This design comes from an exercise in tuning for small area on the open sky130 flow, not from production work.
In this exercise RTL edits were held to simulation tests only and were not proved equivalent to the original.
Power and IR drop assume default switching activity.

## rev 12
==> flow/design.v (excerpt) <==
module rcu_top (
    input  logic                   clk,
    input  logic                   reset,
    input  logic                   trapped,
    input  logic                   fu_ready,
    input  logic                   dispatch_valid,
    input  logic [32-1:0]   dispatch_pc,
    input  logic [5-1:0] dispatch_rs1,
    input  logic [5-1:0] dispatch_rs2,
    input  logic [5-1:0] dispatch_rd,
    input  logic                   dispatch_uses_rs1,
    input  logic                   dispatch_uses_rs2,
    input  logic                   dispatch_uses_rd,
    input  logic                   wb_valid,
    input  logic [3-1:0]  wb_line,
    input  logic [6-1:0] wb_prd,
    output logic                   dispatch_ready,
    output logic                   issue_valid,
    output logic [3-1:0]  issue_line,
    output logic [32-1:0]   issue_pc,
    output logic [6-1:0] issue_prs1,
    output logic [6-1:0] issue_prs2,
    output logic [6-1:0] issue_prd,
    output logic                   commit_valid,
    output logic [32-1:0]   commit_pc,
    output logic [5-1:0] commit_rd,
    output logic [6-1:0] commit_prd,
    output logic [6-1:0] commit_lprd
);
    localparam int NA = 32;
    localparam int NP = 64;
    localparam int NL = 8;
    localparam int AW = 5;
    localparam int PW = 6;
    localparam int LW = 3;
    logic [PW-1:0] cmap [1:NA-1];
    localparam int NF = (NA - 1) + NL + 1;
    logic [NF:1] free_bits;
    logic [NF:1] comm_busy;
    logic [32-1:0] ent_pc   [NL];
    logic [AW-1:0]        ent_rd   [NL];
    logic [PW-1:0]        ent_prd  [NL];
    logic [PW-1:0]        ent_prs1 [NL];
    logic [PW-1:0]        ent_prs2 [NL];
    logic [NL-1:0] st_a;
    logic [NL-1:0] st_b;
    logic [NL-1:0] wait1;
    logic [NL-1:0] wait2;
    logic [NL-1:0] head;
    logic [NL-1:0] tail;
  ...
Size in the first run: roughly 3200 cells after synthesis, ~760 flip-flops, roughly 39000 um^2 of cells after synthesis.
clock: 10.0 ns
lec_check: 0
cap_margin: 20
core_margin: 2
core_utilization: 70
slew_margin: 20
standard.sh (not shown) runs the stock make flow with config.mk's settings and CLKGATE_MAP_FILE= SYNTH_SCRIPT=/design/flow/synth_recipe.tcl, a recipe that flattens the netlist after the stock synthesis.
==> flow/flow/run.sh <==
#!/bin/bash
# The standard layout (the standard.sh, unchanged synthesis, floorplan, power
# grid and routing) with two placement/CTS options changed:
#  - port buffers use the smallest buffer (sky130_fd_sc_hd__buf_1);
#  - CTS uses larger leaf clusters of clkbuf_16 and no dummy loads.
# make's full output goes to standard.log; ORFS's per-step logs stay in orfs/logs.
set -euo pipefail
export BUFFER_PORTS_ARGS="-buffer_cell sky130_fd_sc_hd__buf_1"
export CTS_ARGS="-sink_clustering_enable -repair_clock_nets -dont_use_dummy_load -buf_list sky130_fd_sc_hd__clkbuf_16 -sink_clustering_size 25 -sink_clustering_max_diameter 60"
bash standard.sh > standard.log 2>&1
### rev 12 -> rev 13
diff --git a/flow/design.v b/flow/design.v
--- a/flow/design.v
+++ b/flow/design.v
@@ -89,31 +89,26 @@
     logic [NL-1:0] head;
     logic [NL-1:0] tail;
     logic [NL-1:0] used, pend, done, waiting;
     assign used    = st_a | st_b;
     assign pend    = st_b;
     assign done    = st_a & ~st_b;
     assign waiting = st_b & ~st_a;
     logic          has_rd;
     logic          accept;
     logic [PW-1:0] free_pick;
     assign has_rd = dispatch_uses_rd && (dispatch_rd != '0);
-    logic [NF:1] pick_oh;
-    always_comb begin
-        logic lower;
-        lower = 1'b0;
+    always_comb begin
         free_pick = '0;
-        for (int i = 1; i <= NF; i++) begin
-            pick_oh[i] = free_bits[i] && !lower;
-            lower = lower | free_bits[i];
-            free_pick = free_pick | (pick_oh[i] ? i[PW-1:0] : '0);
+        for (int i = NF; i > 0; i--) begin
+            if (free_bits[i]) free_pick = i[PW-1:0];
         end
     end
     assign dispatch_ready = !(|(used & tail));
     assign accept = dispatch_valid && dispatch_ready && !trapped;
     logic [NL-1:0] below_tail;
     always_comb begin
         for (int l = 0; l < NL; l++) below_tail[l] = (tail >> (l + 1)) != '0;
     end
     function automatic logic [NL-1:0] youngest(input logic [NL-1:0] c,
                                                 input logic [NL-1:0] lo);
         logic [NL-1:0] cl;
@@ -260,30 +255,30 @@
                 ent_prs1[l] <= prs1;
                 ent_prs2[l] <= prs2;
             end
         end
     end
     always_ff @(posedge clk) begin
         if (reset) begin
             free_bits <= '1;
         end else if (trapped) begin
             free_bits <= ~comm_busy;
         end else begin
-            for (int i = 1; i <= NF; i++) begin
-                if (accept && has_rd && pick_oh[i]) free_bits[i] <= 1'b0;
-                if (do_commit && (commit_lprd == i[PW-1:0])) free_bits[i] <= 1'b1;
+            if (accept && has_rd) begin
+                free_bits[free_pick] <= 1'b0;
+            end
+            if (do_commit && (commit_lprd != '0)) begin
+                free_bits[commit_lprd] <= 1'b1;
             end
         end
     end
     always_ff @(posedge clk) begin
         if (reset) begin
             for (int i = 1; i < NA; i++) cmap[i] <= '0;
             comm_busy <= '0;
         end else if (do_commit) begin
-            for (int i = 1; i <= NF; i++) begin
-                if (commit_lprd == i[PW-1:0]) comm_busy[i] <= 1'b0;
-                if (commit_prd == i[PW-1:0]) comm_busy[i] <= 1'b1;
-            end
+            if (commit_lprd != '0) comm_busy[commit_lprd] <= 1'b0;
+            if (commit_prd != '0) comm_busy[commit_prd] <= 1'b1;
             if (commit_rd != '0) cmap[commit_rd] <= commit_prd;
         end
     end
 endmodule
### Flow results
Both conditions hold for rev 13: the flow ran to the end and the final layout passed the timing, design-rule and antenna checks.
On relative area of non-clock buffer cells in the final design, rev 13 and rev 12 are neck and neck.
From rev 12 to rev 13 the numbers moved as follows: number of ordinary and repair buffers in the finished layout lost 2, gate count of the mapped netlist rose 369.
Looking at fmax, rev 13 sits below rev 12.
Rev 13 falls short of rev 12 in post-route worst setup slack.
Portion of total power attributed to the clock network in rev 13 vs rev 12: down 0.6 points
Rev 13 ends up with higher final non-filler cell total than rev 12 does.
Rev 13 vs rev 12 — combinational-cell power consumption climbed by more than a quarter
Re clock period minus worst slack: rev 13 is 1170 ps up on rev 12.
Power density normalized to cell area of rev 12 is on par with rev 13.
Summary of rev 13 over rev 12: sequential share of layout area -2.5 points; global-route wire length before repair +about 8%.

afterwards: timing with drivers on the ports:
The results above use ideal ports. As a check the final layouts listed here were re-extracted and re-timed, cells and wires unchanged.
Step 1: set_driving_cell puts a clkbuf_16 on clk and a buf_2 on each other input, an assumption about the parent block.
Step 2 moves the port delays by t, midway between the first and last clock arrival at a register: inputs arrive t later, outputs are due t later. That takes back most of the time a late clock gives input paths.
Slacks: ideal ports / drivers / drivers and shift; pairs: ideal ports / drivers.
run	t (ns)	setup WS [ns]	worst slew at a driven data input, ns
rev 12	0.662	2.219 / 2.153 / 2.815	0.09
rev 13	0.669	1.048 / 1.048 / 1.048	0.12
After both steps setup and hold are still met in every run listed.
